Background: an optimization exercise with open tools, aiming at small area. Do not read the settings as production practice.
Only simulation tests tie the RTL to the original design; equivalence was not proved.
No activity file was given, so power comes from the tool's default toggle rates.

`flow/run.sh`:
```
#!/bin/bash
set -euo pipefail
export BUFFER_PORTS_ARGS="-buffer_cell sky130_fd_sc_hd__buf_1"
export CTS_ARGS="-sink_clustering_enable -repair_clock_nets -dont_use_dummy_load -buf_list sky130_fd_sc_hd__clkbuf_8 -sink_clustering_size 22 -sink_clustering_max_diameter 50"
sed "s|SYNTH_SCRIPT=[^ ]*|SYNTH_SCRIPT=$PWD/flow/my_synth.tcl|" standard.sh > my_synth.sh
bash my_synth.sh synth > synth.log 2>&1
export SYNTH_ODB="$PWD/orfs/results/$FLOW_PLATFORM/core_top/base/1_synth.odb"
openroad -no_init -exit flow/downsize.tcl > downsize.log 2>&1
bash standard.sh > standard_flow.log 2>&1
```
`flow/area.abc`:
```
strash
dc2
strash
dch -f
amap -m
topo
dnsize -c
```
`flow/downsize.tcl`:
```
# Swap every combinational cell that synthesis sized up back to its
# smallest drive strength; flip-flops and clock cells are left alone.
# Timing slack is several ns, and later repair steps size up where needed.
read_db $::env(SYNTH_ODB)
set db [ord::get_db]
set block [[$db getChip] getBlock]
set n 0
foreach inst [$block getInsts] {
  set name [[$inst getMaster] getName]
  if {![regexp {^sky130_fd_sc_hd__([a-z0-9]+)_([0-9]+)$} $name -> fn drv]} { continue }
  if {$drv <= 1} { continue }
  if {[regexp {^(df|edf|sdf|sedf|dl|clk|tap|fill|decap|conb)} $fn]} { continue }
  foreach t {1 0} {
    set m [$db findMaster sky130_fd_sc_hd__${fn}_$t]
    if {$m ne "NULL"} {
      $inst swapMaster $m
      incr n
      break
    }
  }
}
puts "downsized $n instances"
write_db $::env(SYNTH_ODB)
```
`flow/my_synth.tcl`:
```
# The standard synthesis (synth_recipe.tcl), with one change: abc maps
# the combinational logic with the area script flow/area.abc instead of
# ORFS's own. Flip-flops are mapped before abc runs, so they are unchanged.
set flow_dir [file dirname [file normalize [info script]]]
proc abc {args} {
  global flow_dir
  set i [lsearch $args -script]
  if {$i >= 0} { lset args [expr {$i + 1}] [file join $flow_dir area.abc] }
  yosys abc {*}$args
}
source [file join [file dirname $flow_dir] synth_recipe.tcl]
```
`standard.sh`:
```
#!/bin/bash
# synth_recipe.tcl (not shown) runs the flow's synth.tcl, then flattens the netlist and writes it again
# the make line also repeats each setting of config.mk as NAME=value (left out here)
make -C /OpenROAD-flow-scripts/flow DESIGN_CONFIG=/design/flow/config.mk WORK_HOME=/design/flow/orfs CLKGATE_MAP_FILE= SYNTH_SCRIPT=/design/flow/synth_recipe.tcl "${@:-finish}"
```
`config.mk`:
```
export PLATFORM = sky130hd
export DESIGN_NAME = core_top
export DESIGN_NICKNAME = core_top
export VERILOG_FILES = /design/flow/design.v
export SDC_FILE = /design/flow/constraint.sdc
export NUM_CORES = 4
export LEC_CHECK = 0
export ABC_AREA = 1
export CAP_MARGIN = 20
export CELL_PAD_IN_SITES_DETAIL_PLACEMENT = 0
export CELL_PAD_IN_SITES_GLOBAL_PLACEMENT = 0
export CORE_MARGIN = 2
export CORE_UTILIZATION = 60
export PLACE_DENSITY = 0.7
export SLEW_MARGIN = 20
```
`constraint.sdc`:
```
create_clock -name core_clock -period 10.0 [get_ports {clk_i}]
set_input_delay 2.0000 -clock core_clock [delete_from_list [all_inputs] [get_ports {clk_i}]]
set_output_delay 2.0000 -clock core_clock [all_outputs]
set_load 0.01 [all_outputs]
```
`design.v`:
```
`default_nettype none
module core_top (
	input  logic        clk_i,
	input  logic        rst_n_i,
	input  logic        fetch_enable_i,
	output logic        instr_req_o,
	output logic [31:0] instr_addr_o,
	input  logic        instr_gnt_i,
	input  logic        instr_rvalid_i,
	input  logic [31:0] instr_rdata_i,
	output logic        data_req_o,
	output logic        data_we_o,
	output logic [31:0] data_addr_o,
	output logic [31:0] data_wdata_o,
	input  logic        data_gnt_i,
	input  logic        data_rvalid_i,
	input  logic [31:0] data_rdata_i,
	output logic        core_busy_o
);
	localparam logic [3:0] S_CLR   = 4'd0;   
	localparam logic [3:0] S_IDLE  = 4'd1;
	localparam logic [3:0] S_FREQ  = 4'd2;   
	localparam logic [3:0] S_FWAIT = 4'd3;   
	localparam logic [3:0] S_RDY1  = 4'd4;   
	localparam logic [3:0] S_P0    = 4'd5;   
	localparam logic [3:0] S_P1    = 4'd6;   
	localparam logic [3:0] S_P2B   = 4'd7;   
	localparam logic [3:0] S_P2S   = 4'd8;   
	localparam logic [3:0] S_DREQ  = 4'd9;   
	localparam logic [3:0] S_DWAIT = 4'd10;  
	localparam logic [3:0] S_RDY3  = 4'd11;  
	localparam logic [3:0] S_P3    = 4'd12;  
	logic [3:0]  state_q, state_d;
	logic [3:0]  ph_q;
	logic        st_q;      
	logic        neq_q;     
	logic        calu_q;    
	logic        cpc_q;     
	logic [31:0] ir_q;      
	logic [4:0]  rs2_q;     
	logic [31:0] addr_q;    
	wire ph0  = (ph_q == 4'd0);
	wire ph15 = (ph_q == 4'd15);
	wire in_clr = (state_q == S_CLR);
	wire in_p0  = (state_q == S_P0);
	wire in_p1  = (state_q == S_P1);
	wire in_p2b = (state_q == S_P2B);
	wire in_p2s = (state_q == S_P2S);
	wire in_p3  = (state_q == S_P3);
	wire ir_ld  = (state_q == S_FWAIT) & instr_rvalid_i;
	wire [6:0] opc = ir_q[6:0];
	wire [2:0] f3  = ir_q[14:12];
	wire [6:0] f7  = ir_q[31:25];
	wire [4:0] rd  = ir_q[11:7];
	wire [4:0] rs1 = ir_q[19:15];
	wire f3_alu = (f3 == 3'b000) | (f3 == 3'b100) | (f3 == 3'b110) | (f3 == 3'b111);
	wire is_lui = (opc == 7'b0110111);
	wire is_opi = (opc == 7'b0010011) & f3_alu;
	wire is_op  = (opc == 7'b0110011) & f3_alu &
		((f7 == 7'b0000000) | ((f7 == 7'b0100000) & (f3 == 3'b000)));
	wire is_ld  = (opc == 7'b0000011) & (f3 == 3'b010);
	wire is_st  = (opc == 7'b0100011) & (f3 == 3'b010);
	wire is_br  = (opc == 7'b1100011) & (f3[2:1] == 2'b00);
	wire is_jal = (opc == 7'b1101111);
	logic [1:0] imm;
	for (genvar l = 0; l < 2; l++) begin : g_imm
		wire [4:0] bi = {ph_q, l[0]};
		logic [5:0] lo_v;
		logic [9:0] hi_v;
		logic [2:0] s_v;
		for (genvar j = 0; j < 6; j++) begin : g_lo
			assign lo_v[j] = ir_q[20 + 2*j + l];
		end
		for (genvar j = 0; j < 10; j++) begin : g_hi
			assign hi_v[j] = ir_q[12 + 2*j + l];
		end
		for (genvar j = 0; j < 3; j++) begin : g_s
			if (7 + 2*j + l <= 11) begin : g_in
				assign s_v[j] = ir_q[7 + 2*j + l];
			end else begin : g_out
				assign s_v[j] = 1'b0;
			end
		end
		wire m_lo = lo_v[ph_q[2:0]];
		wire m_hi = hi_v[ph_q - 4'd6];
		wire m_s  = s_v[ph_q[1:0]];
		always_comb begin
			if (is_lui) imm[l] = (bi >= 5'd12) ? m_hi : 1'b0;
			else if ((bi == 5'd0) && (is_br | is_jal)) imm[l] = 1'b0;
			else if (bi <= 5'd4) imm[l] = (is_st | is_br) ? m_s : m_lo;
			else if (bi <= 5'd10) imm[l] = m_lo;
			else if (bi == 5'd11) imm[l] = is_br ? ir_q[7] : is_jal ? ir_q[20] : ir_q[31];
			else if ((bi <= 5'd19) && is_jal) imm[l] = m_hi;
			else imm[l] = ir_q[31];
		end
	end
	wire [1:0] four = {1'b0, ph_q == 4'd1};
	logic [31:0] pc_q;
	logic [1:0]  head [0:31];
	assign head[0] = 2'b00;   
	wire [4:0] ridx = (in_p0 | in_p2s) ? rs2_q : rs1;
	wire [1:0] rdat = head[ridx];
	wire [1:0] pc_bit = pc_q[1:0];
	wire [1:0] a = is_jal ? pc_bit : is_lui ? 2'b00 : rdat;
	wire [1:0] bsel = (is_op | is_br) ? addr_q[1:0] : is_jal ? four : imm;
	wire sub = is_op & ir_q[30];
	wire [1:0] b = bsel ^ {2{sub}};
	wire c0 = ph0 ? sub : calu_q;
	wire s0 = a[0] ^ b[0] ^ c0;
	wire c1 = (a[0] & b[0]) | (a[0] & c0) | (b[0] & c0);
	wire s1 = a[1] ^ b[1] ^ c1;
	wire c2 = (a[1] & b[1]) | (a[1] & c1) | (b[1] & c1);
	logic [1:0] alu;
	always_comb begin
		if (is_op | is_opi) begin
			case (f3)
				3'b100:  alu = a ^ b;
				3'b110:  alu = a | b;
				3'b111:  alu = a & b;
				default: alu = {s1, s0};
			endcase
		end else begin
			alu = {s1, s0};
		end
	end
	wire taken = neq_q ^ ~f3[0];
	logic [1:0] inc;
	always_comb begin
		inc = 2'b00;
		if (in_p1) inc = is_jal ? imm : is_br ? 2'b00 : four;
		if (in_p2b) inc = taken ? imm : four;
	end
	wire pc0 = ph0 ? 1'b0 : cpc_q;
	wire ps0 = pc_bit[0] ^ inc[0] ^ pc0;
	wire pc1 = (pc_bit[0] & inc[0]) | (pc_bit[0] & pc0) | (inc[0] & pc0);
	wire ps1 = pc_bit[1] ^ inc[1] ^ pc1;
	wire pc2 = (pc_bit[1] & inc[1]) | (pc_bit[1] & pc1) | (inc[1] & pc1);
	wire [1:0] pc_in = in_clr ? 2'b00 : {ps1, ps0};
	wire rf_we = (in_p1 & (is_lui | is_opi | is_op | is_jal)) | (in_p3 & ~st_q);
	wire [1:0] wbit = in_clr ? 2'b00 : in_p3 ? addr_q[1:0] : alu;
	logic [3:0] wen_hi;
	logic [7:0] wen_lo;
	for (genvar i = 0; i < 4; i++) begin : g_whi
		assign wen_hi[i] = in_clr | (rf_we & (rd[4:3] == i));
	end
	for (genvar i = 0; i < 8; i++) begin : g_wlo
		assign wen_lo[i] = in_clr | (rd[2:0] == i);
	end
	always_ff @(posedge clk_i) begin
		pc_q <= {pc_in, pc_q[31:2]};
	end
	for (genvar k = 1; k < 32; k++) begin : g_rf
		logic [31:0] q;
		wire wen = wen_hi[k >> 3] & wen_lo[k & 7];
		always_ff @(posedge clk_i) begin
			q <= {wen ? wbit : q[1:0], q[31:2]};
		end
		assign head[k] = q[1:0];
	end
	wire [3:0] go = fetch_enable_i ? S_FREQ : S_IDLE;
	wire [3:0] first = (is_op | is_br) ? S_P0 : S_P1;
	always_comb begin
		state_d = state_q;
		case (state_q)
			S_CLR:   if (ph15) state_d = go;
			S_IDLE:  if (fetch_enable_i) state_d = S_FREQ;
			S_FREQ:  if (instr_gnt_i) state_d = S_FWAIT;
			S_FWAIT: if (instr_rvalid_i) state_d = S_RDY1;
			S_RDY1:  if (ph15) state_d = first;
			S_P0:    if (ph15) state_d = S_P1;
			S_P1:    if (ph15) state_d = is_br ? S_P2B : is_st ? S_P2S :
					is_ld ? S_DREQ : go;
			S_P2B:   if (ph15) state_d = go;
			S_P2S:   if (ph15) state_d = S_DREQ;
			S_DREQ:  if (data_gnt_i) state_d = S_DWAIT;
			S_DWAIT: if (data_rvalid_i) state_d = ph15 ? S_P3 : S_RDY3;
			S_RDY3:  if (ph15) state_d = S_P3;
			S_P3:    if (ph15) state_d = go;
			default: state_d = S_CLR;
		endcase
	end
	always_ff @(posedge clk_i or negedge rst_n_i) begin
		if (!rst_n_i) begin
			state_q <= S_CLR;
			ph_q    <= 4'd0;
		end else begin
			state_q <= state_d;
			ph_q    <= ph_q + 4'd1;
		end
	end
	wire ad_sh = in_clr | in_p0 | in_p1 | in_p2b | in_p3;
	wire [1:0] ad_in = in_p0 ? rdat : (in_p1 & (is_ld | is_st)) ? alu : pc_in;
	always_ff @(posedge clk_i) begin
		calu_q <= c2;
		cpc_q  <= pc2;
		if (in_p1) neq_q <= (ph0 ? 1'b0 : neq_q) | (a[0] ^ b[0]) | (a[1] ^ b[1]);
		if (in_p1 & ph15) st_q <= is_st;
		if (ir_ld) begin
			ir_q  <= instr_rdata_i;
			rs2_q <= instr_rdata_i[24:20];
		end else if (in_p2s) begin
			ir_q <= {rdat, ir_q[31:2]};
		end
		if ((state_q == S_DWAIT) & data_rvalid_i) begin
			addr_q <= data_rdata_i;
		end else if (ad_sh) begin
			addr_q <= {ad_in, addr_q[31:2]};
		end
	end
	assign instr_req_o  = (state_q == S_FREQ);
	assign instr_addr_o = addr_q;
	assign data_req_o   = (state_q == S_DREQ);
	assign data_we_o    = st_q;
	assign data_addr_o  = addr_q;
	assign data_wdata_o = ir_q;
	assign core_busy_o  = (state_q != S_IDLE);
endmodule
`default_nettype wire
```
==> results of run 1 <==
layout make-up:
class / count / share of cell area [%]
Multi-Input combinational cell: 515 / 10.6
Inverter: 166 / 2.16
Clock buffer: 61 / 2.91
Tap cell: 592 / 2.56
Sequential cell: 1105 / 79.2
Timing Repair Buffer: 185 / 2.60
layer usage:
layer	vias up	track usage, %	wire length, um
li1	6381	-	-
met3	78	3.37	2610
met4	0	6.20	1130
met1	6165	30.2	23100
met2	394	34.6	22400
met5	-	0	0
flip-flops by register name, summed over array words and instances (netlist names), 4 cells and up:
register	flops
g_rf.q	992
addr_q	32
ir_q	32
pc_q	32
rs2_q	5
ph_q	4
state_q	4
where the power goes:
group	internal, mW	switching [mW]	leakage (nW)
logic	0.502	1.22	1.52
clock network	0.549	1.15	0.439
registers	6.61	0.636	9.40
total	7.66	3.01	11.4
placed cells by master (no fill, tap or decap), types with 7 or more instances in the layout:
master	instances
a21oi_1	14
a221oi_1	7
a22o_1	42
a31oi_1	13
buf_1	170
buf_4	15
clkbuf_8	61
clkinv_1	166
dfrtp_1	8
dfxtp_1	1026
edfxtp_1	71
ha_1	11
nand2_1	52
nand3_1	8
nor2_1	101
nor3_1	16
nor4_1	15
o21ai_0	44
o22ai_1	108
or2_0	27
or3_1	20
worst paths after layout:
kind / depth (start not counted) / slack (ns) / end
worst max register to register: 23 / 4.09 / addr_q[31]
worst min register to register: 0 / 0.26 / g_rf[5].q[26]
worst max-delay path: 23 / 4.09 / addr_q[31]
max in group asynchronous: 1 / 8.18 / state_q[3]
worst min-delay path: 0 / 0.26 / g_rf[5].q[26]
min in group asynchronous: 1 / 1.32 / ph_q[0]
logic make-up (layout without fill, tap and decap cells):
| kind of cell | after synthesis | in the layout | synth area share, % |
|---|---|---|---|
| simple gates | 248 | 248 | 4.28 |
| flops | 1105 | 1105 | 85.4 |
| buf+inv | 198 | 412 | 3.22 |
| fa+ha+maj | 15 | 15 | 0.813 |
| compound gates | 252 | 252 | 6.27 |
worst reg2reg max path: stages, from the launching register on:
cell and delay, ns:
dfrtp_1 0.46, nor2_1 0.31, clkinv_1 0.24, o21ai_0 0.20, buf_4 0.18, clkinv_1 0.14, o22ai_1 0.53, clkinv_1 0.24
or3_1 0.41, or2_0 0.25, o22ai_1 0.25, nor4_1 0.11, nand3_1 0.09, nor2_1 0.10, o22ai_1 0.25, clkinv_1 0.16
fa_1 0.44, clkinv_1 0.07, fa_1 0.40, nand2_1 0.07, o21ai_0 0.14, a221oi_1 0.32, a21oi_1 0.07, a22o_1 0.20
==> results.sh, run 1 <==
export IMPL_status="finished clean"
export IMPL_path_class="register to register"
export IMPL_setup_viol=0
export IMPL_grt_pass1_vias=12800
export IMPL_timing_hold_ws_ns=0.260
export IMPL_synth_cells=1818
export IMPL_fin_skew_ns=0.119
export IMPL_tns_ns=0
export IMPL_clk_latency_ns=0.70
export IMPL_synth_edf_count=71
export IMPL_crit_buf_inv=6
export IMPL_drtAntennaViolNets=0
export IMPL_initial_utilization_pct=60.5
export IMPL_post_cts_buffers=0
export IMPL_dp_cells=2563
export IMPL_cp_arrival_ns=6.24
export IMPL_routed_wl_um=49200
export IMPL_fp_dieH_um=215
export IMPL_drt_initial_drc_count=924
export IMPL_critPathLaunchType="register"
export IMPL_final_hold_viol_count=0
export IMPL_die_area_um2=46100
export IMPL_fillCellCount=3151
export IMPL_cts_sinks=1105
export IMPL_grt_max_degree=52
export IMPL_hpwl_um=35200
export IMPL_required_ns=10.33
export IMPL_cp_top_family="compound AO/OA/AOI/OAI gates"
export IMPL_fp_row_count=77
export IMPL_clkTransAtPathRegs_ns=0.11
export IMPL_cp_common_cell="clkinv_1"
export IMPL_cpPeakStageDelay_ns=0.53
export IMPL_slew_headroom_pct=23.5
export IMPL_cpMaxStageDelayCell="o22ai_1"
export IMPL_fmax_mhz=169
export IMPL_fin_crit_sh_pct=59.1
export IMPL_nNetsFinal=2120
export IMPL_htreeDepth=2
export IMPL_synthTopCellsByArea="dfxtp_1, edfxtp_1, o22ai_1"
export IMPL_slew_viol_final=0
export IMPL_vias=13000
export IMPL_synth_main_ff_cell="dfxtp_1"
export IMPL_tightest_slew_ns=1.14
export IMPL_startpoint="state_q[1]"
export IMPL_worst_slack_ns=4.09
export IMPL_clk_path_buf_depth=3
export IMPL_worst_path_max_fanout=10
export IMPL_drtPass1Iterations=4
export IMPL_place_area_um2=28100
export IMPL_min_path_type="register to register"
export IMPL_viasPerCell=4.96
export IMPL_yosysMostFrequentCell="dfxtp_1"
export IMPL_syn_area_um2=26700
export IMPL_cts_resized_gates=0
export IMPL_finalInstanceArea_um2=28900
export IMPL_fin_util_pct=65.6
export IMPL_synth_top_cell_area_share_pct=76.7
export IMPL_diodes=0
export IMPL_ys_warn_count=2
export IMPL_ys_types=38
export IMPL_rsz0062_at_grt="no"
export IMPL_multi_input_area_um2=3070
export IMPL_dieWidth_um=215
export IMPL_area_delta_synth_final_pct=8.40
export IMPL_crit_chain="nor2_1 > clkinv_1 > o21ai_0 > buf_4 > clkinv_1 > o22ai_1 > clkinv_1 > or3_1 > or2_0 > o22ai_1 > nor4_1 > nand3_1 > nor2_1 > o22ai_1 > clkinv_1 > fa_1 > clkinv_1 > fa_1 > nand2_1 > o21ai_0 > a221oi_1 > a21oi_1 > a22o_1"
export IMPL_cts_tree="built"
export IMPL_yosys_register_bits=1105
export IMPL_min_from="g_rf[5].q[28]"
export IMPL_power_mw=10.7
export IMPL_root_buffer="clkbuf_8"
export IMPL_synth_commonest_cells="dfxtp_1, clkinv_1, o22ai_1, nor2_1, edfxtp_1"
export IMPL_min_period_ns=5.91
export IMPL_end_kind="register"
export IMPL_post_place_ws_ns=4.13
export IMPL_hold_buffers=0
export IMPL_wire_per_inst_um=18.7
export IMPL_grt_usage_pct=21.4
export IMPL_gp_congestion=0.890
export IMPL_yosysTopAreaCell="dfxtp_1"
export IMPL_yosysSeqAreaShare_pct=85.4
export IMPL_ir_drop_uv=209
export IMPL_syn_nets=1904
export IMPL_ys_area_um2=26800
export IMPL_cts_inserted_buffers=61
export IMPL_core_area_um2=44000
export IMPL_fin_cells=2624
export IMPL_max_cap_viol_count=0
export IMPL_avgSynthCellArea_um2=14.7
export IMPL_timing_rr_start="state_q[1]"
export IMPL_antenna_found_initial=5
export IMPL_drive_above_1_share_pct=3.99
export IMPL_seqCellArea_um2=22900
export IMPL_p_leak_nw=11.4
export IMPL_power_density_nw_per_um2=369
export IMPL_io_buffers=170
export IMPL_io_pins=171
export IMPL_async_flop_share_pct=0.724
export IMPL_drc=0
export IMPL_grt_pass1_wl_um=73900
export IMPL_grt_overflow_total=0
==> run 2, diff against run 1 <==
==> flow/area.abc (replaced) <==
strash
dch -f
amap
topo
dnsize -c
==> results.sh, run 2 <==
export IMPL_grt_overflow_total=0
export IMPL_cts_tree="built"
export IMPL_min_period_ns=6.64
export IMPL_tns_ns=0
export IMPL_top_usage_layer="met2"
export IMPL_synth_compound_area_share_pct=7.29
export IMPL_yosys_register_bits=1105
export IMPL_rr_endpoint="addr_q[31]"
export IMPL_max_cap_viol_count=0
export IMPL_critPathLaunchType="register"
export IMPL_antenna_found_initial=1
export IMPL_avgSynthCellArea_um2=15.1
export IMPL_yosysTopAreaCell="dfxtp_1"
export IMPL_synth_xor_area_share_pct=0
export IMPL_cp_arrival_ns=7.04
export IMPL_rsz0062_at_grt="no"
export IMPL_required_ns=10.40
export IMPL_drc=0
export IMPL_syn_nets=1851
export IMPL_path_class="register to register"
export IMPL_vias=12700
export IMPL_largest_reg_flops=992
export IMPL_drive_above_1_share_pct=3.80
export IMPL_io_pins=171
export IMPL_dieWidth_um=215
export IMPL_htreeDepth=2
export IMPL_worst_path_max_fanout=9
export IMPL_met2_usage_pct=30.6
export IMPL_p_leak_nw=11.2
export IMPL_root_buffer="clkbuf_8"
export IMPL_slew_headroom_pct=27.0
export IMPL_status="finished clean"
export IMPL_slew_viol_final=0
export IMPL_synthTopCellsByArea="dfxtp_1, edfxtp_1, o22a_1"
export IMPL_io_buffers=170
export IMPL_grt_max_degree=47
export IMPL_die_area_um2=46100
export IMPL_wire_per_inst_um=17.4
export IMPL_area_delta_synth_final_pct=8.28
export IMPL_cts_resized_gates=0
export IMPL_regMostFlops="g_rf.q"
export IMPL_fin_crit_sh_pct=66.4
export IMPL_fp_dieH_um=215
export IMPL_seqCellArea_um2=22900
export IMPL_worst_slack_ns=3.36
export IMPL_fp_row_count=77
export IMPL_initial_utilization_pct=60.4
export IMPL_ys_area_um2=26700
export IMPL_synth_commonest_cells="dfxtp_1, nor2_1, clkinv_1, o22a_1, edfxtp_1"
export IMPL_synth_cells=1765
export IMPL_grt_pass1_vias=12200
export IMPL_fillCellCount=3186
export IMPL_synth_top_cell_area_share_pct=76.8
export IMPL_post_cts_buffers=0
export IMPL_tightest_slew_ns=1.10
export IMPL_synth_edf_count=71
export IMPL_clk_path_buf_depth=3
export IMPL_syn_area_um2=26600
export IMPL_setup_viol=0
export IMPL_final_cell_mix="dfxtp_1, buf_1, nor2_1, clkinv_1, o22a_1"
export IMPL_clk_latency_ns=0.69
export IMPL_grt_usage_pct=19.4
export IMPL_ir_drop_uv=253
export IMPL_multi_input_area_um2=3240
export IMPL_gp_congestion=0.864
export IMPL_synth_simple_gate_area_share_pct=3.88
export IMPL_holdPathStages=0
export IMPL_synth_mux_area_share_pct=0
export IMPL_hpwl_um=31100
export IMPL_final_hold_viol_count=0
export IMPL_yosysSeqAreaShare_pct=85.6
export IMPL_drt_initial_drc_count=753
export IMPL_grtUsageMet3_pct=3.11
export IMPL_drtAntennaViolNets=0
export IMPL_ff2ff_setup_slack_ns=3.36
export IMPL_ys_warn_count=2
export IMPL_hold_end="g_rf[7].q[5]"
export IMPL_synth_top_family_by_area="compound AO/OA/AOI/OAI gates"
export IMPL_timing_rr_start="state_q[1]"
export IMPL_grt_pass1_wl_um=68200
export IMPL_min_path_type="register to register"
export IMPL_final_common_cell="dfxtp_1"
export IMPL_yosysMostFrequentCell="dfxtp_1"
export IMPL_core_area_um2=44000
export IMPL_routed_wl_um=44700
export IMPL_power_mw=9.88
export IMPL_fin_util_pct=65.4
export IMPL_drtPass1Iterations=4
export IMPL_post_place_ws_ns=3.51
export IMPL_clkTransAtPathRegs_ns=0.12
export IMPL_power_density_nw_per_um2=343
export IMPL_synth_fa_ha_area_share_pct=0.814
export IMPL_reg2reg_depth=23
export IMPL_fin_skew_ns=0.101
export IMPL_cts_sinks=1105
export IMPL_grt_use_met1_pct=27.3
export IMPL_cts_inserted_buffers=61
export IMPL_fmax_mhz=151
export IMPL_viasPerCell=4.96
export IMPL_hold_buffers=0
export IMPL_end_kind="register"
export IMPL_ys_types=39
export IMPL_min_from="g_rf[7].q[7]"
export IMPL_synth_main_ff_cell="dfxtp_1"
export IMPL_nNetsFinal=2061
export IMPL_async_flop_share_pct=0.724
-- run 2: changes by cell type after synthesis, sizes merged, moves of 10 or more --
cell / delta
a21oi: +29
a22o: -38
a22oi: +11
clkinv: -55
nand2: -26
nand4: +11
nor2: +34
nor4: -10
o21ai: -20
o22a: +94
o22ai: -76
or2: -12
or3: -11
-- run 2: where the power goes --
part	leakage (nW)	total, mW	internal, mW	switching (mW)
clock network	0.439	1.70	0.549	1.15
registers	9.32	6.81	6.25	0.561
logic	1.42	1.37	0.472	0.894
-- run 2: cell type report --
| type | instances | share of cell area (%) |
|---|---|---|
| timing repair buffer | 179 | 2.45 |
| inverter | 111 | 1.45 |
| sequential | 1105 | 79.4 |
| antenna | 2 | 0.0174 |
| tap | 592 | 2.57 |
| multi-input combinational | 517 | 11.2 |
| clock buffer | 61 | 2.91 |
-- run 2: metal layers --
metal  routed length [um]  up-vias
li1                     -     6270
met1                21300     6084
met2                20100      286
met3                 1910       86
met4                 1430        0
met5                    0        -
-- run 2: worst max-delay path, stage by stage, from the launching register on --
cell,delay [ns]
dfrtp_1,0.44
clkinv_1,0.13
nand2_1,0.19
nor2_1,0.11
nor2_1,0.43
clkinv_1,0.27
o22ai_1,0.52
clkinv_1,0.39
nand4_1,0.22
or2_0,0.17
nor2b_1,0.06
a2111oi_0,0.45
o2111ai_1,0.22
nor4_1,0.90
o22ai_1,0.29
clkinv_1,0.10
ha_1,0.26
a221oi_1,0.33
nor2_1,0.07
a21oi_1,0.23
nor2_1,0.07
a211oi_1,0.24
a21oi_1,0.08
a22o_1,0.23
-- run 2: cell families (layout without fill, tap and decap cells) --
logic type	Yosys count	count (layout)
and+or+nand+nor	235	235
DFF	1105	1105
adders and majority gates	15	15
AOI/OAI and AO/OA	267	267
other	0	2
buffers and inverters	143	351
-- run 2: worst max-delay path by stage --
stage	from	to	slack (ns)	depth (start not counted)
detailed placement	state_q[1]	addr_q[31]	3.51	23
floorplan	state_q[1]	g_rf[10].q[31]	4.39	22
CTS	state_q[1]	addr_q[31]	3.51	23
global placement	state_q[1]	addr_q[31]	3.74	23
global route	state_q[1]	addr_q[31]	3.00	23
finish	state_q[1]	addr_q[31]	3.36	23
-- run 2: per-stage QoR --
stage,hold WS (ns),instance area (um^2),std cells
2_1_floorplan,0.310,26600,1765
3_3_place_gp,0.310,28000,2504
3_5_place_dp,0.312,28000,2504
4_1_cts,0.271,28800,2565
5_1_grt,0.275,28800,2566
6_report,0.274,28800,2567
==> run 3, diff against run 2 <==
--- a/design.v
+++ b/design.v
@@ -27,2 +27,4 @@
 	localparam logic [3:0] S_P2B   = 4'd7;   
+	localparam logic [3:0] S_P2W   = 4'd13;  
+	localparam logic [3:0] S_WB1   = 4'd14;  
 	localparam logic [3:0] S_P2S   = 4'd8;   
@@ -31,5 +33,4 @@
 	localparam logic [3:0] S_RDY3  = 4'd11;  
-	localparam logic [3:0] S_P3    = 4'd12;  
 	logic [3:0]  state_q, state_d;
-	logic [3:0]  ph_q;
+	logic [4:0]  ph_q;      
 	logic        st_q;      
@@ -41,4 +42,5 @@
 	logic [31:0] addr_q;    
-	wire ph0  = (ph_q == 4'd0);
-	wire ph15 = (ph_q == 4'd15);
+	wire ph0  = (ph_q[3:0] == 4'd0);
+	wire ph15 = (ph_q[3:0] == 4'd15);
+	wire half = ph_q[4];
 	wire in_clr = (state_q == S_CLR);
@@ -48,3 +50,4 @@
 	wire in_p2s = (state_q == S_P2S);
-	wire in_p3  = (state_q == S_P3);
+	wire in_p2w = (state_q == S_P2W);
+	wire in_wb1 = (state_q == S_WB1);
 	wire ir_ld  = (state_q == S_FWAIT) & instr_rvalid_i;
@@ -66,3 +69,3 @@
 	for (genvar l = 0; l < 2; l++) begin : g_imm
-		wire [4:0] bi = {ph_q, l[0]};
+		wire [4:0] bi = {ph_q[3:0], l[0]};
 		logic [5:0] lo_v;
@@ -84,3 +87,3 @@
 		wire m_lo = lo_v[ph_q[2:0]];
-		wire m_hi = hi_v[ph_q - 4'd6];
+		wire m_hi = hi_v[ph_q[3:0] - 4'd6];
 		wire m_s  = s_v[ph_q[1:0]];
@@ -96,3 +99,3 @@
 	end
-	wire [1:0] four = {1'b0, ph_q == 4'd1};
+	wire [1:0] four = {1'b0, ph_q[3:0] == 4'd1};
 	logic [31:0] pc_q;
@@ -101,3 +104,4 @@
 	wire [4:0] ridx = (in_p0 | in_p2s) ? rs2_q : rs1;
-	wire [1:0] rdat = head[ridx];
+	wire [1:0] rraw = head[ridx];
+	wire [1:0] rdat = half ? {rraw[0], rraw[1]} : rraw;
 	wire [1:0] pc_bit = pc_q[1:0];
@@ -138,4 +142,6 @@
 	wire [1:0] pc_in = in_clr ? 2'b00 : {ps1, ps0};
-	wire rf_we = (in_p1 & (is_lui | is_opi | is_op | is_jal)) | (in_p3 & ~st_q);
-	wire [1:0] wbit = in_clr ? 2'b00 : in_p3 ? addr_q[1:0] : alu;
+	wire rd_op = is_lui | is_opi | is_op | is_jal;
+	wire rf_we = (in_p1 & rd_op) | ((in_wb1 | in_p2w) & ~st_q);
+	wire [1:0] wval = in_p1 ? alu : addr_q[1:0];
+	wire wbit = ~in_clr & (half ? wval[0] : wval[1]);
 	logic [3:0] wen_hi;
@@ -155,3 +161,3 @@
 		always_ff @(posedge clk_i) begin
-			q <= {wen ? wbit : q[1:0], q[31:2]};
+			q <= {q[0], wen ? wbit : q[1], q[31:2]};
 		end
@@ -164,3 +170,3 @@
 		case (state_q)
-			S_CLR:   if (ph15) state_d = go;
+			S_CLR:   if (ph15 & half) state_d = go;
 			S_IDLE:  if (fetch_enable_i) state_d = S_FREQ;
@@ -171,3 +177,4 @@
 			S_P1:    if (ph15) state_d = is_br ? S_P2B : is_st ? S_P2S :
-					is_ld ? S_DREQ : go;
+					is_ld ? S_DREQ : rd_op ? S_P2W : go;
+			S_P2W:   if (ph15) state_d = go;
 			S_P2B:   if (ph15) state_d = go;
@@ -175,5 +182,5 @@
 			S_DREQ:  if (data_gnt_i) state_d = S_DWAIT;
-			S_DWAIT: if (data_rvalid_i) state_d = ph15 ? S_P3 : S_RDY3;
-			S_RDY3:  if (ph15) state_d = S_P3;
-			S_P3:    if (ph15) state_d = go;
+			S_DWAIT: if (data_rvalid_i) state_d = S_RDY3;
+			S_RDY3:  if (ph15) state_d = st_q ? S_P2W : S_WB1;
+			S_WB1:   if (ph15) state_d = S_P2W;
 			default: state_d = S_CLR;
@@ -184,10 +191,11 @@
 			state_q <= S_CLR;
-			ph_q    <= 4'd0;
+			ph_q    <= 5'd0;
 		end else begin
 			state_q <= state_d;
-			ph_q    <= ph_q + 4'd1;
-		end
-	end
-	wire ad_sh = in_clr | in_p0 | in_p1 | in_p2b | in_p3;
-	wire [1:0] ad_in = in_p0 ? rdat : (in_p1 & (is_ld | is_st)) ? alu : pc_in;
+			ph_q    <= ph_q + 5'd1;
+		end
+	end
+	wire ad_sh = in_clr | in_p0 | in_p1 | in_p2b | in_p2w | in_wb1;
+	wire [1:0] ad_in = in_p0 ? rdat : in_wb1 ? addr_q[1:0] :
+		(in_p1 & (is_ld | is_st | rd_op)) ? alu : pc_in;
 	always_ff @(posedge clk_i) begin
==> flow/area.abc (replaced) <==
strash
dc2
dch -f
amap
topo
dnsize -c
==> results.sh, run 3 <==
export IMPL_min_period_ns=7.08
export IMPL_p_seq_share_pct=69.2
export IMPL_power_density_nw_per_um2=292
export IMPL_final_hold_viol_count=0
export IMPL_cp_common_cell="clkinv_1"
export IMPL_grt_pass1_vias=11700
export IMPL_core_area_um2=43200
export IMPL_synth_commonest_cells="dfxtp_1, nor2_1, clkinv_1, edfxtp_1, nand2_1"
export IMPL_fillCellCount=3041
export IMPL_reg2reg_depth=29
export IMPL_rr_endpoint="g_rf[17].q[30]"
export IMPL_yosysTopAreaCell="dfxtp_1"
export IMPL_switching_power_mw=2.07
export IMPL_ys_types=40
export IMPL_drc=0
export IMPL_drtPass1Iterations=6
export IMPL_cts_tree="built"
export IMPL_rsz0062_at_grt="no"
export IMPL_routed_wl_um=45700
export IMPL_startpoint="state_q[2]"
export IMPL_clk_path_buf_depth=3
export IMPL_syn_area_um2=26300
export IMPL_root_buffer="clkbuf_8"
export IMPL_io_pins=171
export IMPL_ys_area_um2=26500
export IMPL_tns_ns=0
export IMPL_synthTopCellsByArea="dfxtp_1, edfxtp_1, nor2_1"
export IMPL_timing_rr_start="state_q[2]"
export IMPL_cts_resized_gates=0
export IMPL_clkTransAtPathRegs_ns=0.12
export IMPL_synth_top_cell_area_share_pct=77.6
export IMPL_fp_dieH_um=214
export IMPL_die_area_um2=45600
export IMPL_power_mw=8.33
export IMPL_async_flop_share_pct=0.814
export IMPL_ff2ff_setup_slack_ns=2.92
export IMPL_p_leak_nw=11.0
export IMPL_drive_above_1_share_pct=3.63
export IMPL_slew_headroom_pct=27.4
export IMPL_cp_arrival_ns=7.57
export IMPL_cpPeakStageDelay_ns=0.44
export IMPL_required_ns=10.49
export IMPL_yosys_register_bits=1106
export IMPL_cpMaxStageDelayCell="dfrtp_1"
export IMPL_synth_edf_count=71
export IMPL_fin_skew_ns=0.134
export IMPL_wire_per_inst_um=18.0
export IMPL_drt_initial_drc_count=800
export IMPL_ys_warn_count=2
export IMPL_grt_max_degree=63
export IMPL_nNetsFinal=2046
export IMPL_regMostFlops="g_rf.q"
export IMPL_htreeDepth=2
export IMPL_antenna_found_initial=1
export IMPL_p_int_mw=6.26
export IMPL_io_buffers=170
export IMPL_cts_sinks=1106
export IMPL_cts_inserted_buffers=61
export IMPL_critPathLaunchType="register"
export IMPL_drtAntennaViolNets=0
export IMPL_path_class="register to register"
export IMPL_synth_main_ff_cell="dfxtp_1"
export IMPL_p_clk_share_pct=20.4
export IMPL_min_path_type="register to register"
export IMPL_hold_buffers=0
export IMPL_hpwl_um=31900
export IMPL_syn_nets=1837
export IMPL_fin_crit_sh_pct=70.8
export IMPL_initial_utilization_pct=61.0
export IMPL_tightest_slew_ns=1.08
export IMPL_grt_usage_pct=20.2
export IMPL_worst_path_max_fanout=31
export IMPL_slew_viol_final=0
export IMPL_status="finished clean"
export IMPL_viasPerCell=4.90
export IMPL_avgSynthCellArea_um2=15.1
export IMPL_yosysSeqAreaShare_pct=86.5
export IMPL_clk_latency_ns=0.73
export IMPL_vias=12500
export IMPL_endpoint="g_rf[17].q[30]"
export IMPL_gp_congestion=0.864
export IMPL_setup_viol=0
export IMPL_end_kind="register"
export IMPL_final_common_cell="dfxtp_1"
export IMPL_synth_cells=1750
export IMPL_area_delta_synth_final_pct=8.20
export IMPL_fmax_mhz=141
export IMPL_combinationalPowerShare_pct=10.4
export IMPL_dieWidth_um=214
export IMPL_sw_frac_of_total_pct=24.9
export IMPL_ir_drop_uv=206
export IMPL_post_cts_buffers=0
export IMPL_grt_overflow_total=0
export IMPL_grt_pass1_wl_um=68100
export IMPL_yosysMostFrequentCell="dfxtp_1"
export IMPL_max_cap_viol_count=0
export IMPL_final_cell_mix="dfxtp_1, buf_1, nor2_1, clkinv_1, edfxtp_1"
export IMPL_largest_reg_flops=992
export IMPL_fp_row_count=76
run 3: metal layers:
layer  track usage (%)  vias to the layer above  part of all wire, %
li1                  -                     6165                    -
met1              29.0                     5893                   48
met2              31.5                      334                   44
met3              3.24                       78                  4.6
met4              6.90                        0                  2.8
met5                 0                        -                    0
run 3: worst min path at each step:
stage	start	cells after the start	end	slack, ns
6_report	pc_q[2]	0	pc_q[0]	0.21
2_1_floorplan	g_rf[10].q[2]	0	g_rf[10].q[0]	0.31
4_1_cts	pc_q[2]	0	pc_q[0]	0.20
3_5_place_dp	g_rf[15].q[15]	0	g_rf[15].q[13]	0.31
5_1_grt	pc_q[2]	0	pc_q[0]	0.18
3_3_place_gp	g_rf[30].q[29]	0	g_rf[30].q[27]	0.31
run 3: layout make-up:
cell class	instances	area, um^2	area share, %
clock buffers	61	840	2.95
flip-flops and latches	1106	22900	80.3
inverters	99	372	1.30
diodes	1	2.50	0.00878
repair buffers	178	698	2.45
well taps	585	732	2.57
multi-input cells	513	2960	10.4
run 3: power groups by stage:
stage	clock network [mW]	registers, mW	logic [mW]
detailed placement	0	5.87	0.863
global route	1.89	5.86	0.949
floorplan	0	5.77	0.520
finish	1.70	5.77	0.865
global placement	0	5.83	0.852
CTS	1.76	5.78	0.865
run 3: critical path, delay by kind of cell (launching register included):
kind,cells,cell delay [ns]
flip-flops,1,0.44
AO/OA/AOI/OAI,11,2.84
buffers and inverters,8,1.35
adder cells (fa/ha/maj),2,0.62
AND/OR/NAND/NOR,8,1.68
run 3: through the flow:
stage	cells	hold WS [ns]	util [%]	cell area, um^2	worst slack (ns)
after floorplan	1750	0.310	-	26300	3.00
after global placement	2480	0.310	64.1	27700	3.16
after detailed placement	2480	0.312	64.1	27700	3.02
after CTS	2541	0.201	66.0	28500	3.01
after global routing	2542	0.181	66.0	28500	2.37
final	2543	0.209	66.0	28500	2.92
run 3: kinds of logic after synthesis:
group,share of synthesized area [%]
AND/OR/NAND/NOR,4.39
buffers and inverters,2.31
AO/OA/AOI/OAI,5.90
flip-flops,86.5
adder cells (fa/ha/maj),0.870
==> run 4, diff against run 3 <==
==> flow/area.abc (replaced) <==
strash
dch -f
amap
topo
dnsize -c
==> results.sh, run 4 <==
export IMPL_status="finished clean"
export IMPL_nNetsFinal=2032
export IMPL_worst_path_max_fanout=31
export IMPL_synth_commonest_cells="dfxtp_1, nor2_1, clkinv_1, edfxtp_1, a21oi_1"
export IMPL_gp_congestion=0.892
export IMPL_initial_utilization_pct=61.0
export IMPL_power_density_nw_per_um2=343
export IMPL_clk_path_buf_depth=3
export IMPL_final_common_cell="dfxtp_1"
export IMPL_cts_sinks=1106
export IMPL_drt_initial_drc_count=859
export IMPL_final_cell_mix="dfxtp_1, buf_1, nor2_1, clkinv_1, edfxtp_1"
export IMPL_synth_cells=1736
export IMPL_end_kind="register"
export IMPL_area_delta_synth_final_pct=8.33
export IMPL_avgSynthCellArea_um2=15.2
export IMPL_yosys_register_bits=1106
export IMPL_power_mw=9.77
export IMPL_clkTransAtPathRegs_ns=0.11
export IMPL_slew_headroom_pct=32.9
export IMPL_regMostFlops="g_rf.q"
export IMPL_p_seq_share_pct=70.6
export IMPL_place_area_um2=27600
export IMPL_synthTopCellsByArea="dfxtp_1, edfxtp_1, nor2_1"
export IMPL_sw_frac_of_total_pct=26.1
export IMPL_tightest_slew_ns=1.00
export IMPL_async_flop_share_pct=0.814
export IMPL_critPathLaunchType="register"
export IMPL_switching_power_mw=2.55
export IMPL_grt_overflow_total=0
export IMPL_hold_buffers=0
export IMPL_seqCellArea_um2=22900
export IMPL_grt_pass1_wl_um=64600
export IMPL_ys_area_um2=26400
export IMPL_post_place_ws_ns=3.85
export IMPL_ff2ff_setup_slack_ns=3.80
export IMPL_synth_main_ff_cell="dfxtp_1"
export IMPL_post_cts_buffers=0
export IMPL_hpwl_um=29400
export IMPL_syn_nets=1823
export IMPL_grt_max_degree=47
export IMPL_viasPerCell=4.87
export IMPL_wire_per_inst_um=16.8
export IMPL_ys_types=37
export IMPL_drive_above_1_share_pct=3.65
export IMPL_multi_input_area_um2=3040
export IMPL_final_hold_viol_count=0
export IMPL_hold_end="g_rf[15].q[28]"
export IMPL_io_buffers=170
export IMPL_syn_area_um2=26300
export IMPL_holdPathStages=0
export IMPL_path_class="register to register"
export IMPL_fin_util_pct=66.0
export IMPL_root_buffer="clkbuf_8"
export IMPL_grt_pass1_vias=11900
export IMPL_yosysTopAreaCell="dfxtp_1"
export IMPL_diodes=0
export IMPL_fillCellCount=3107
export IMPL_p_clk_share_pct=17.3
export IMPL_clk_latency_ns=0.70
export IMPL_yosysSeqAreaShare_pct=86.6
export IMPL_synth_top_cell_area_share_pct=77.7
export IMPL_min_period_ns=6.20
export IMPL_yosysMostFrequentCell="dfxtp_1"
export IMPL_grt_usage_pct=18.9
export IMPL_reg2reg_depth=26
export IMPL_p_int_mw=7.23
export IMPL_cts_tree="built"
export IMPL_finalInstanceArea_um2=28500
export IMPL_fp_row_count=76
export IMPL_ys_warn_count=2
export IMPL_min_from="g_rf[15].q[30]"
export IMPL_min_path_type="register to register"
export IMPL_largest_reg_flops=992
export IMPL_antenna_found_initial=1
export IMPL_drc=0
export IMPL_max_cap_viol_count=0
export IMPL_timing_rr_start="state_q[2]"
export IMPL_ir_drop_uv=229
export IMPL_routed_wl_um=42500
export IMPL_cts_resized_gates=0
export IMPL_die_area_um2=45500
export IMPL_cp_arrival_ns=6.68
export IMPL_combinationalPowerShare_pct=12.1
export IMPL_rr_endpoint="g_rf[27].q[30]"
export IMPL_drtAntennaViolNets=0
export IMPL_p_leak_nw=11.0
export IMPL_drtPass1Iterations=5
export IMPL_fmax_mhz=161
export IMPL_cts_inserted_buffers=61
export IMPL_core_area_um2=43200
export IMPL_fin_crit_sh_pct=62.0
export IMPL_htreeDepth=2
export IMPL_fin_skew_ns=0.113
export IMPL_slew_viol_final=0
export IMPL_vias=12300
export IMPL_fp_dieH_um=213
export IMPL_rsz0062_at_grt="no"
export IMPL_tns_ns=0
export IMPL_io_pins=171
export IMPL_worst_slack_ns=3.80
export IMPL_synth_edf_count=71
export IMPL_dieWidth_um=213
export IMPL_setup_viol=0
export IMPL_required_ns=10.48
## run 4: cell types whose count changed after synthesis, moves of 8 or more
| cell | before | now |
|---|---|---|
| nor2_1 | 123 | 151 |
| nand2_1 | 65 | 39 |
| a21oi_1 | 40 | 64 |
| a22oi_1 | 4 | 12 |
| o21ai_0 | 53 | 21 |
| clkinv_1 | 99 | 75 |
| o22a_1 | 3 | 48 |
| a22o_1 | 41 | 1 |
| nor2b_1 | 2 | 12 |
## run 4: through the flow
stage / hold slack [ns] / instances
floorplan: 0.310 / 1736
global placement: 0.310 / 2466
detailed placement: 0.312 / 2466
CTS: 0.241 / 2527
global route: 0.244 / 2528
finish: 0.271 / 2528
## run 4: cell type report
type	instances	area share, %
repair buffers	178	2.52
clock buffers	61	2.95
inverters	75	0.988
well taps	585	2.57
multi-input cells	523	10.7
flip-flops and latches	1106	80.3
## run 4: worst max path at each step
| stage | to | depth (start not counted) | start | slack [ns] |
|---|---|---|---|---|
| final | g_rf[27].q[30] | 26 | state_q[2] | 3.80 |
| after floorplan | g_rf[1].q[30] | 23 | state_q[2] | 3.24 |
| after global routing | g_rf[27].q[30] | 26 | state_q[2] | 3.24 |
| after CTS | g_rf[27].q[30] | 26 | state_q[1] | 3.81 |
| after global placement | g_rf[1].q[30] | 27 | state_q[2] | 4.01 |
| after detailed placement | g_rf[28].q[30] | 27 | state_q[2] | 3.85 |
## run 4: power groups by stage
stage | clock (mW) | sequential (mW) | combinational (mW)
after floorplan | 0 | 6.73 | 0.740
after global placement | 0 | 6.97 | 1.14
after detailed placement | 0 | 7.02 | 1.15
after CTS | 1.75 | 6.94 | 1.16
after global routing | 1.89 | 7.07 | 1.31
final | 1.69 | 6.90 | 1.18
## run 4: kinds of logic (layout without fill, tap and decap cells)
group	Yosys count	in the layout	share of synthesized area, %
flip-flops	1106	1106	86.6
AND/OR/NAND/NOR	276	276	4.57
AO/OA/AOI/OAI	231	231	5.96
buffers and inverters	107	314	1.97
adder cells (fa/ha/maj)	16	16	0.871
## run 4: routing by layer
metal / vias up / routed length (um) / global-route usage [%]
met4: 0 / 1280 / 7.26
li1: 6129 / - / -
met1: 5773 / 20900 / 27.5
met5: - / 0 / 0
met2: 325 / 18100 / 28.7
met3: 76 / 2110 / 3.25
## run 4: critical path, cell delays in order, from the launching register on
cell and delay, ns:
dfrtp_1 0.37, clkinv_1 0.18, nor2_1 0.28, clkinv_1 0.24, nor2_1 0.27, nor2_1 0.19
o22ai_1 0.60, clkinv_1 0.26, or3_1 0.44, or2_0 0.24, nor2b_1 0.11, nor3_1 0.06
nand4_1 0.12, nor2_1 0.06, nand4_1 0.12, o22ai_1 0.18, o22ai_1 0.28, clkinv_1 0.17
fa_1 0.44, clkinv_1 0.06, fa_1 0.40, nor2_1 0.11, a31oi_1 0.07, o221a_1 0.23
o21ai_2 0.10, buf_4 0.33, a21oi_1 0.14
==> run 5, diff against run 4 <==
--- a/config.mk
+++ b/config.mk
@@ -12,4 +12,4 @@
 export CORE_MARGIN = 2
-export CORE_UTILIZATION = 60
-export PLACE_DENSITY = 0.7
+export CORE_UTILIZATION = 50
+export PLACE_DENSITY = 0.6
 export SLEW_MARGIN = 20
==> results.sh, run 5 <==
export IMPL_dp_cells=2569
export IMPL_yosysTopAreaCell="dfxtp_1"
export IMPL_root_buffer="clkbuf_8"
export IMPL_fin_skew_ns=0.109
export IMPL_cp_arrival_ns=6.75
export IMPL_grt_pass1_vias=11800
export IMPL_yosys_register_bits=1106
export IMPL_fin_cells=2644
export IMPL_ys_types=37
export IMPL_largest_reg_flops=992
export IMPL_final_cell_mix="dfxtp_1, buf_1, nor2_1, clkinv_1, clkbuf_8"
export IMPL_power_mw=9.91
export IMPL_end_kind="register"
export IMPL_cp_top_family="simple AND/OR/NAND/NOR gates"
export IMPL_critPathLaunchType="register"
export IMPL_cts_inserted_buffers=75
export IMPL_hold_buffers=0
export IMPL_syn_nets=1823
export IMPL_slew_viol_final=0
export IMPL_wire_per_inst_um=16.6
export IMPL_nNetsFinal=2045
export IMPL_core_area_um2=52300
export IMPL_final_common_cell="dfxtp_1"
export IMPL_fin_crit_sh_pct=62.6
export IMPL_crit_buf_inv=7
export IMPL_path_class="register to register"
export IMPL_synth_top_family_by_area="compound AO/OA/AOI/OAI gates"
export IMPL_cpMaxStageDelayCell="o22ai_1"
export IMPL_synth_main_ff_cell="dfxtp_1"
export IMPL_synth_edf_count=71
export IMPL_synth_simple_gate_area_share_pct=4.57
export IMPL_cts_resized_gates=0
export IMPL_routed_wl_um=43800
export IMPL_clk_path_buf_depth=3
export IMPL_synth_commonest_cells="dfxtp_1, nor2_1, clkinv_1, edfxtp_1, a21oi_1"
export IMPL_drtAntennaViolNets=0
export IMPL_yosysSeqAreaShare_pct=86.6
export IMPL_yosysMostFrequentCell="dfxtp_1"
export IMPL_setup_viol=0
export IMPL_fp_row_count=84
export IMPL_drtPass1Iterations=6
export IMPL_grt_pass1_wl_um=67000
export IMPL_grt_usage_pct=16.4
export IMPL_fmax_mhz=160
export IMPL_diodes=0
export IMPL_synth_mux_area_share_pct=0
export IMPL_initial_utilization_pct=50.3
export IMPL_reg2reg_depth=27
export IMPL_tightest_slew_ns=1.04
export IMPL_ys_warn_count=2
export IMPL_synth_top_cell_area_share_pct=77.7
export IMPL_slew_headroom_pct=30.4
export IMPL_tns_ns=0
export IMPL_synthTopCellsByArea="dfxtp_1, edfxtp_1, nor2_1"
export IMPL_required_ns=10.49
export IMPL_timing_rr_start="state_q[2]"
export IMPL_startpoint="state_q[2]"
export IMPL_ys_area_um2=26400
export IMPL_cp_common_cell="clkinv_1"
export IMPL_worst_path_max_fanout=31
export IMPL_fp_dieH_um=233
export IMPL_status="finished clean"
export IMPL_async_flop_share_pct=0.814
export IMPL_synth_compound_area_share_pct=5.96
export IMPL_rsz0062_at_grt="no"
export IMPL_cts_sinks=1106
export IMPL_io_pins=171
export IMPL_area_delta_synth_final_pct=9.44
export IMPL_cpPeakStageDelay_ns=0.62
export IMPL_drt_initial_drc_count=626
export IMPL_endpoint="g_rf[24].q[30]"
export IMPL_power_density_nw_per_um2=344
export IMPL_drive_above_1_share_pct=4.29
export IMPL_dieWidth_um=233
export IMPL_io_buffers=170
export IMPL_rr_endpoint="g_rf[24].q[30]"
export IMPL_synth_fa_ha_area_share_pct=0.871
export IMPL_synth_xor_area_share_pct=0
export IMPL_max_cap_viol_count=0
export IMPL_clk_latency_ns=0.70
export IMPL_clkTransAtPathRegs_ns=0.11
export IMPL_die_area_um2=54500
export IMPL_post_cts_buffers=0
export IMPL_antenna_found_initial=1
export IMPL_min_path_type="register to register"
export IMPL_regMostFlops="g_rf.q"
export IMPL_cp_depth=27
export IMPL_htreeDepth=3
export IMPL_ir_drop_uv=188
export IMPL_avgSynthCellArea_um2=15.2
export IMPL_viasPerCell=4.66
export IMPL_min_period_ns=6.26
export IMPL_drc=0
export IMPL_fillCellCount=4299
export IMPL_p_leak_nw=11.1
export IMPL_gp_congestion=0.826
export IMPL_ff2ff_setup_slack_ns=3.74
export IMPL_final_hold_viol_count=0
export IMPL_grt_overflow_total=0
export IMPL_grt_max_degree=47
export IMPL_cts_tree="built"
export IMPL_vias=12300
export IMPL_hpwl_um=29800
export IMPL_synth_cells=1736
export IMPL_syn_area_um2=26300
export IMPL_fin_util_pct=55.0
## run 5: cell counts after synthesis
No cell type changed its count.
## run 5: final cells by class
cell class | instances | area (um^2) | area share (%)
clock buffer | 75 | 1030 | 3.58
timing repair buffer | 177 | 691 | 2.40
inverter | 75 | 282 | 0.978
sequential | 1106 | 22900 | 79.5
tap | 688 | 861 | 2.99
multi-input combinational | 523 | 3040 | 10.5
## run 5: how the worst min path moves through the flow
stage                   startpoint             end  cells past startpoint
global placement     g_rf[7].q[30]   g_rf[7].q[28]                      0
detailed placement   g_rf[12].q[2]   g_rf[12].q[0]                      0
CTS                 g_rf[26].q[28]  g_rf[26].q[26]                      0
global route        g_rf[26].q[28]  g_rf[26].q[26]                      0
floorplan            g_rf[10].q[2]   g_rf[10].q[0]                      0
finish              g_rf[26].q[28]  g_rf[26].q[26]                      0
## run 5: power by group
| group | switching, mW | internal (mW) |
|---|---|---|
| clock | 1.19 | 0.676 |
| sequential | 0.613 | 6.28 |
| combinational | 0.772 | 0.381 |
## run 5: metrics by stage
step                hold slack, ns  cell area, um^2  worst slack, ns
detailed placement           0.312            27800             3.70
floorplan                    0.310            26300             3.24
finish                       0.232            28800             3.74
CTS                          0.228            28800             3.71
global route                 0.212            28800             3.22
global placement             0.310            27800             3.88
## run 5: cells by family after synthesis
| kind of cell | after synthesis |
|---|---|
| AO/OA/AOI/OAI | 231 |
| AND/OR/NAND/NOR | 276 |
| flip-flops | 1106 |
| adder cells (fa/ha/maj) | 16 |
| buffers and inverters | 107 |
## run 5: metal layers
metal,global-route usage (%),share of wire [%],vias to the layer above
met1,23.6,50,5828
met5,0,0,-
li1,-,-,6151
met2,24.3,42,262
met3,3.42,4.2,89
met4,6.31,3.0,0
==> run 6, diff against run 5 <==
--- a/design.v
+++ b/design.v
@@ -20,15 +20,15 @@
 	localparam logic [3:0] S_CLR   = 4'd0;   
-	localparam logic [3:0] S_IDLE  = 4'd1;
-	localparam logic [3:0] S_FREQ  = 4'd2;   
-	localparam logic [3:0] S_FWAIT = 4'd3;   
-	localparam logic [3:0] S_RDY1  = 4'd4;   
-	localparam logic [3:0] S_P0    = 4'd5;   
-	localparam logic [3:0] S_P1    = 4'd6;   
-	localparam logic [3:0] S_P2B   = 4'd7;   
-	localparam logic [3:0] S_P2W   = 4'd13;  
-	localparam logic [3:0] S_WB1   = 4'd14;  
-	localparam logic [3:0] S_P2S   = 4'd8;   
-	localparam logic [3:0] S_DREQ  = 4'd9;   
-	localparam logic [3:0] S_DWAIT = 4'd10;  
-	localparam logic [3:0] S_RDY3  = 4'd11;  
+	localparam logic [3:0] S_P2W   = 4'd1;   
+	localparam logic [3:0] S_WB1   = 4'd3;   
+	localparam logic [3:0] S_IDLE  = 4'd4;
+	localparam logic [3:0] S_FREQ  = 4'd5;   
+	localparam logic [3:0] S_RDY1  = 4'd6;   
+	localparam logic [3:0] S_FWAIT = 4'd7;   
+	localparam logic [3:0] S_P0    = 4'd8;   
+	localparam logic [3:0] S_P1    = 4'd9;   
+	localparam logic [3:0] S_P2S   = 4'd10;  
+	localparam logic [3:0] S_P2B   = 4'd11;  
+	localparam logic [3:0] S_DREQ  = 4'd12;  
+	localparam logic [3:0] S_DWAIT = 4'd13;  
+	localparam logic [3:0] S_RDY3  = 4'd15;  
 	logic [3:0]  state_q, state_d;
--- a/flow/run.sh
+++ b/flow/run.sh
@@ -3,3 +3,3 @@
 export BUFFER_PORTS_ARGS="-buffer_cell sky130_fd_sc_hd__buf_1"
-export CTS_ARGS="-sink_clustering_enable -repair_clock_nets -dont_use_dummy_load -buf_list sky130_fd_sc_hd__clkbuf_8 -sink_clustering_size 22 -sink_clustering_max_diameter 50"
+export CTS_ARGS="-sink_clustering_enable -repair_clock_nets -dont_use_dummy_load -buf_list sky130_fd_sc_hd__clkbuf_8 -sink_clustering_size 20 -sink_clustering_max_diameter 60"
 sed "s|SYNTH_SCRIPT=[^ ]*|SYNTH_SCRIPT=$PWD/flow/my_synth.tcl|" standard.sh > my_synth.sh
--- a/config.mk
+++ b/config.mk
@@ -12,4 +12,4 @@
 export CORE_MARGIN = 2
-export CORE_UTILIZATION = 50
-export PLACE_DENSITY = 0.6
+export CORE_UTILIZATION = 60
+export PLACE_DENSITY = 0.7
 export SLEW_MARGIN = 20
==> results.sh, run 6 <==
export IMPL_status="finished clean"
export IMPL_fp_dieH_um=213
export IMPL_synth_mux_area_share_pct=0
export IMPL_largest_reg_flops=992
export IMPL_hold_end="g_rf[9].q[7]"
export IMPL_reg2reg_depth=24
export IMPL_final_cell_mix="dfxtp_1, buf_1, nor2_1, edfxtp_1, clkinv_1"
export IMPL_ys_warn_count=2
export IMPL_ys_area_um2=26300
export IMPL_cpPeakStageDelay_ns=0.61
export IMPL_grt_usage_pct=20.4
export IMPL_path_class="register to register"
export IMPL_timing_hold_ws_ns=0.247
export IMPL_power_mw=8.09
export IMPL_slew_headroom_pct=28.4
export IMPL_fin_crit_sh_pct=63.3
export IMPL_fillCellCount=3029
export IMPL_cts_inserted_buffers=68
export IMPL_syn_nets=1794
export IMPL_min_from="g_rf[9].q[9]"
export IMPL_yosys_register_bits=1106
export IMPL_final_common_cell="dfxtp_1"
export IMPL_grt_pass1_vias=12000
export IMPL_fin_cells=2504
export IMPL_yosysSeqAreaShare_pct=87.0
export IMPL_synth_top_cell_area_share_pct=78.0
export IMPL_seqCellArea_um2=22900
export IMPL_clk_latency_ns=0.68
export IMPL_drc=0
export IMPL_synth_main_ff_cell="dfxtp_1"
export IMPL_cp_top_family="compound AO/OA/AOI/OAI gates"
export IMPL_min_path_type="register to register"
export IMPL_hold_buffers=0
export IMPL_power_density_nw_per_um2=284
export IMPL_cts_tree="built"
export IMPL_synth_xor_area_share_pct=0
export IMPL_max_cap_viol_count=0
export IMPL_worst_path_max_fanout=31
export IMPL_required_ns=10.48
export IMPL_drtAntennaViolNets=0
export IMPL_viasPerCell=4.92
export IMPL_cp_common_cell="clkinv_1"
export IMPL_p_leak_nw=10.9
export IMPL_rr_endpoint="g_rf[8].q[30]"
export IMPL_ys_types=40
export IMPL_synth_commonest_cells="dfxtp_1, nor2_1, edfxtp_1, clkinv_1, a21oi_1"
export IMPL_syn_area_um2=26200
export IMPL_crit_chain="clkinv_1 > nand2_1 > nor2_1 > clkinv_1 > o22ai_2 > clkinv_1 > or3_1 > o21ai_0 > a221oi_1 > nand4_1 > or2_0 > o22ai_1 > o22ai_1 > clkinv_1 > fa_1 > clkinv_1 > fa_1 > nand2_1 > o21ai_0 > o22ai_1 > nor2_1 > o21ai_2 > buf_4 > a21oi_1"
export IMPL_wire_per_inst_um=18.2
export IMPL_finalInstanceArea_um2=28400
export IMPL_nNetsFinal=2008
export IMPL_yosysMostFrequentCell="dfxtp_1"
export IMPL_diodes=0
export IMPL_antenna_found_initial=1
export IMPL_place_area_um2=27500
export IMPL_holdPathStages=0
export IMPL_routed_wl_um=45500
export IMPL_tns_ns=0
export IMPL_synthTopCellsByArea="dfxtp_1, edfxtp_1, nor2_1"
export IMPL_final_hold_viol_count=0
export IMPL_initial_utilization_pct=60.8
export IMPL_ff2ff_setup_slack_ns=3.67
export IMPL_io_pins=171
export IMPL_cts_resized_gates=0
export IMPL_htreeDepth=3
export IMPL_core_area_um2=43100
export IMPL_fin_skew_ns=0.0851
export IMPL_ir_drop_uv=206
export IMPL_vias=12300
export IMPL_rsz0062_at_grt="no"
export IMPL_dp_cells=2436
export IMPL_clk_path_buf_depth=3
export IMPL_clkTransAtPathRegs_ns=0.11
export IMPL_fmax_mhz=158
export IMPL_root_buffer="clkbuf_8"
export IMPL_synth_cells=1707
export IMPL_min_period_ns=6.33
export IMPL_post_cts_buffers=0
export IMPL_dieWidth_um=213
export IMPL_grt_pass1_wl_um=67900
export IMPL_slew_viol_final=0
export IMPL_drive_above_1_share_pct=4.12
export IMPL_synth_edf_count=71
export IMPL_end_kind="register"
export IMPL_critPathLaunchType="register"
export IMPL_grt_overflow_total=0
export IMPL_avgSynthCellArea_um2=15.3
export IMPL_grt_max_degree=46
export IMPL_die_area_um2=45300
export IMPL_yosysTopAreaCell="dfxtp_1"
export IMPL_hpwl_um=31000
export IMPL_cp_arrival_ns=6.81
export IMPL_drtPass1Iterations=5
export IMPL_area_delta_synth_final_pct=8.59
export IMPL_synth_top_family_by_area="compound AO/OA/AOI/OAI gates"
export IMPL_synth_fa_ha_area_share_pct=0.875
export IMPL_gp_congestion=0.866
export IMPL_synth_simple_gate_area_share_pct=4.00
export IMPL_cts_sinks=1106
export IMPL_drt_initial_drc_count=766
export IMPL_cpMaxStageDelayCell="o22ai_2"
export IMPL_multi_input_area_um2=2940
export IMPL_fp_row_count=76
export IMPL_synth_compound_area_share_pct=6.21
export IMPL_async_flop_share_pct=0.814
export IMPL_crit_buf_inv=6
export IMPL_regMostFlops="g_rf.q"
export IMPL_io_buffers=170
export IMPL_tightest_slew_ns=1.07
export IMPL_setup_viol=0
export IMPL_timing_rr_start="state_q[2]"
run 6: final cells by class:
cell class,count,area share (%)
clock buffers,68,3.29
inverters,70,0.924
multi-input cells,499,10.3
flip-flops and latches,1106,80.5
well taps,585,2.57
repair buffers,176,2.40
run 6: worst max-delay path by stage:
stage               startpoint        endpoint  slack [ns]  depth (start not counted)
finish              state_q[2]   g_rf[8].q[30]        3.67                         24
global route        state_q[2]  g_rf[14].q[30]        3.03                         25
CTS                 state_q[2]  g_rf[28].q[30]        3.76                         25
detailed placement  state_q[2]  g_rf[26].q[30]        3.87                         25
global placement    state_q[2]   g_rf[1].q[30]        3.47                         25
floorplan           state_q[2]   g_rf[1].q[30]        3.32                         24
run 6: per-layer routing:
layer / vias up / track usage [%] / share of wire [%]
met2: 370 / 32.1 / 44
met1: 5765 / 27.8 / 47
met3: 101 / 4.12 / 5.0
met4: 0 / 8.66 / 3.7
li1: 6078 / - / -
met5: - / 0 / 0
run 6: power by group:
part | total, mW | switching [mW] | internal, mW | leakage, nW
sequential | 5.60 | 0.268 | 5.33 | 9.10
clock | 1.80 | 1.18 | 0.617 | 0.489
combinational | 0.695 | 0.471 | 0.224 | 1.28
run 6: metrics by stage:
step           util [%]  setup slack (ns)
2_1_floorplan         -              3.32
3_3_place_gp       63.8              3.47
3_5_place_dp       63.9              3.87
4_1_cts            66.0              3.76
5_1_grt            66.0              3.03
6_report           66.0              3.67
run 6: cells by family (layout without fill, tap and decap cells):
| group | Yosys count | in the layout |
|---|---|---|
| DFF | 1106 | 1106 |
| and+or+nand+nor | 244 | 244 |
| AOI/OAI and AO/OA | 239 | 239 |
| buffers and inverters | 102 | 314 |
| adders and majority gates | 16 | 16 |

==> port drivers added, routing unchanged <==
The results above use ideal ports. As a check the final layouts listed here were re-extracted and re-timed, cells and wires unchanged. Step 1 sets driving cells, clkbuf_16 on the clock port and buf_2 on the other inputs (assumed; they add their load-dependent delay and slew). Step 2 times the ports against the registers' clock, not the clock port: input delays grow and output delays shrink by t, the midpoint of the rising clock arrivals with the driver on. Slacks: no drivers / after step 1 / after step 2; pairs: no drivers / after step 1.
run | t (ns) | setup WS [ns] | hold WS [ns] | worst setup path at the end
run 1 | 0.687 | 4.089 / 4.089 / 4.089 | 0.260 / 0.260 / 0.260 | register to register
run 2 | 0.693 | 3.361 / 3.361 / 3.361 | 0.274 / 0.274 / 0.274 | register to register
run 3 | 0.712 | 2.918 / 2.918 / 2.918 | 0.209 / 0.209 / 0.209 | register to register
run 4 | 0.696 | 3.797 / 3.797 / 3.797 | 0.271 / 0.271 / 0.271 | register to register
run 5 | 0.700 | 3.737 / 3.737 / 3.737 | 0.232 / 0.232 / 0.232 | register to register
run 6 | 0.692 | 3.666 / 3.666 / 3.666 | 0.247 / 0.247 / 0.247 | register to register
After both steps setup and hold are still met in every run listed.
